This design comes from an exercise in tuning for small area on the open sky130 flow, not from production work. The RTL was checked by simulation tests, not by an equivalence proof against the original design.

## matmul_scheduler
module matmul_scheduler #(
  parameter int PE_COUNT    = 4,
  parameter int RAM_SIZE    = 128,
  parameter int QUEUE_DEPTH = 2,
  parameter int TIMEOUT     = 65535
) (
  input  logic                     clk,
  input  logic                     rst,
  input  logic                     job_valid,
  output logic                     job_ready,
  input  logic [31:0]              job_M,
  input  logic [31:0]              job_N,
  input  logic [31:0]              job_P,
  input  logic [31:0]              job_left_offset,
  input  logic [31:0]              job_right_offset,
  input  logic [31:0]              job_result_offset,
  output logic [31:0]              M,
  output logic [31:0]              N,
  output logic [31:0]              P,
  output logic [31:0]              left_offset,
  output logic [31:0]              right_offset,
  output logic [31:0]              result_offset,
  output logic [PE_COUNT-1:0][1:0] start_signal,
  input  logic [PE_COUNT-1:0]      pe_done,
  output logic                     busy,
  output logic                     job_done,
  output logic                     job_error,
  output logic [31:0]              cycle_count
);
  localparam logic [2:0] S_IDLE  = 3'b000;
  localparam logic [2:0] S_CHECK = 3'b001;
  localparam logic [2:0] S_START = 3'b011;
  localparam logic [2:0] S_RUN   = 3'b010;
  localparam logic [2:0] S_ABORT = 3'b110;
  localparam logic [2:0] S_DONE  = 3'b100;
  logic [2:0] state_q, state_d;
  logic       st_idle, st_check, st_start, st_run, st_abort, st_done;
  assign st_idle  = (state_q == S_IDLE);
  assign st_check = ~state_q[1] & state_q[0];
  assign st_start = state_q[1] & state_q[0];
  assign st_run   = (state_q == S_RUN);
  assign st_abort = state_q[2] & state_q[1];
  assign st_done  = state_q[2] & ~state_q[1];
  logic in_flag, in_over;
  over_chk u_in (.a(job_M[7:0]), .b(job_N[7:0]), .off(job_left_offset[7:0]),
                 .fail(in_over));
  assign in_flag = (job_M[7:0] == '0) | (job_N[7:0] == '0) |
                   (job_P[7:0] == '0) |
                   (|{job_M[31:8], job_N[31:8], job_P[31:8],
                      job_left_offset[31:8], job_right_offset[31:8],
                      job_result_offset[31:8]}) | in_over;
  logic [192:0] slot0_q, slot1_q;
  logic         v0_q, v1_q, rd_q;
  logic         full, empty, push, pop, wsel;
  logic [192:0] job_in, head;
  ...
==> flow/config.mk <==
export PLATFORM = sky130hd
export DESIGN_NAME = matmul_scheduler
export DESIGN_NICKNAME = matmul_scheduler
export VERILOG_FILES = /design/flow/design.v
export SDC_FILE = /design/flow/constraint.sdc
export NUM_CORES = 4
export LEC_CHECK = 0
export CAP_MARGIN = 20
export CORE_MARGIN = 2
export CORE_UTILIZATION = 80
export CTS_BUF_LIST = sky130_fd_sc_hd__clkbuf_8
export CTS_CLUSTER_DIAMETER = 60
export CTS_CLUSTER_SIZE = 16
export SLEW_MARGIN = 20
==> flow/constraint.sdc <==
create_clock -name core_clock -period 12.0 [get_ports {clk}]
set_input_delay 2.4000 -clock core_clock [delete_from_list [all_inputs] [get_ports {clk}]]
set_output_delay 2.4000 -clock core_clock [all_outputs]
set_load 0.01 [all_outputs]
standard.sh (not shown) runs the stock make flow with config.mk's settings and CLKGATE_MAP_FILE= SYNTH_SCRIPT=/design/flow/synth_recipe.tcl, a recipe that flattens the netlist after the stock synthesis.
==> flow/flow/run.sh <==
#!/bin/bash
# Own layout flow: the standard ORFS flow (standard.sh) with two changes.
#  1. Synthesis: the same Yosys script as standard.sh's (synth_recipe.tcl and
#     ORFS synth.tcl), but ABC maps the logic with an area-oriented script
#     (abc_area_map.script beside this file). Registers are mapped before ABC
#     runs, so they keep the standard synthesis's names and cells; this is
#     checked below and the standard netlist is used if they differ.
#     The buffers Yosys puts on pass-through outputs are buf_1.
#  2. Port buffers: buffer_ports uses sky130_fd_sc_hd__buf_1 for every input
#     and output port instead of the default cell.
#  3. Clock tree synthesis inserts no dummy loads.
# Every tool's output goes to a log file of its own in the work folder.
set -euo pipefail
W=$PWD
F=$W/flow
RES=$W/orfs/results/$FLOW_PLATFORM/matmul_scheduler/base
export BUFFER_PORTS_ARGS="-inputs -outputs -buffer_cell sky130_fd_sc_hd__buf_1"
# clock tree: ORFS's CTS arguments with config.mk's buffer and clustering
# settings, plus -dont_use_dummy_load (no load-balancing dummy inverters)
export CTS_ARGS="-sink_clustering_enable -repair_clock_nets -sink_clustering_size 16 -sink_clustering_max_diameter 60 -buf_list sky130_fd_sc_hd__clkbuf_8 -dont_use_dummy_load"

bash standard.sh synth > $W/log_synth_standard.log 2>&1

# own synthesis, in a separate ORFS work folder
python3 - "$FLOW_HOME/scripts/synth.tcl" "$W/own_synth.tcl" "$F/abc_area_map.script" <<'PY'
import sys
src, dst, abc = sys.argv[1:4]
s = open(src).read()
hook = "source $::env(SCRIPTS_DIR)/synth_preamble.tcl\n"
assert hook in s
s = s.replace(hook, hook + (
    "set i [lsearch $abc_args -script]\n"
    "set abc_args [lreplace $abc_args [expr {$i+1}] [expr {$i+1}] {%s}]\n" % abc), 1)
open(dst, "w").write(s)
PY
sed "s#source \$::env(SCRIPTS_DIR)/synth.tcl#source $W/own_synth.tcl#" synth_recipe.tcl > $W/own_synth_recipe.tcl
grep -q "own_synth.tcl" $W/own_synth_recipe.tcl
make -C "$FLOW_HOME" DESIGN_CONFIG=$W/config.mk WORK_HOME=$W/orfs_own CLKGATE_MAP_FILE= \
  SYNTH_SCRIPT=$W/own_synth_recipe.tcl synth > $W/log_synth_own.log 2>&1 || true
OWN=$W/orfs_own/results/$FLOW_PLATFORM/matmul_scheduler/base/1_2_yosys.v

# use the own netlist only if its registers match the standard one's
if [[ -f $OWN ]] && python3 - "$RES/1_2_yosys.v" "$OWN" > $W/log_register_check.log 2>&1 <<'PY'
import re, sys
def regs(path):
    txt = open(path).read()
    return sorted(re.findall(r"^\s*(sky130_fd_sc_hd__(?:s?e?df|dl)\w*)\s+(\S+)\s*\(", txt, re.M))
a, b = regs(sys.argv[1]), regs(sys.argv[2])
print("standard registers:", len(a), "own registers:", len(b))
sys.exit(0 if a == b and len(a) > 0 else 1)
PY
then
  echo "using own synthesis netlist" >> $W/log_register_check.log
  cp $RES/1_2_yosys.v $W/standard_1_2_yosys.v
  # pass-through buffers (outputs tied together or to a constant) as buf_1
  sed 's/^\(\s*\)sky130_fd_sc_hd__buf_4 /\1sky130_fd_sc_hd__buf_1 /' $OWN > $RES/1_2_yosys.v
  rm -f $RES/1_synth.odb $RES/1_synth.sdc
else
  echo "registers differ: keeping the standard netlist" >> $W/log_register_check.log
fi

# the rest of the standard flow, up to out/final.def
bash standard.sh > $W/log_layout.log 2>&1
Other scripts of this flow, unchanged in this note and not shown: flow/flow/abc_area_map.script
Edit:
- CORE_UTILIZATION: 80 -> 70
Effect: Global-route usage fell by 9.3 points. Worst setup slack got worse by 0.028 ns. Non-clock buffer count rose by 6. Routed wire length fell by 12%.

[afterwards: timing with drivers on the ports]
The flow's constraints put no driver on any port. The routed layouts listed below were extracted and timed again, unchanged, in two steps. Step 1, drivers: a clkbuf_16 drives clk and a buf_2 each remaining input, both assumed. Step 2 also shifts input and output timing later by t, the mid clock arrival at the registers, as if the neighbouring blocks saw the same clock. a / b / c = ideal ports / drivers / drivers and shift; a / b = the first two.
| run | t (ns) | slack for setup (ns) | hold slack, ns | worst setup path after step 2 |
|---|---|---|---|---|
| the first run | 0.637 | 5.344 / 5.344 / 5.344 | 0.449 / 0.449 / 0.449 | register to register |
| the second run | 0.637 | 5.316 / 5.316 / 5.316 | 0.447 / 0.447 / 0.447 | register to register |
After both steps setup and hold are still met in every run listed.
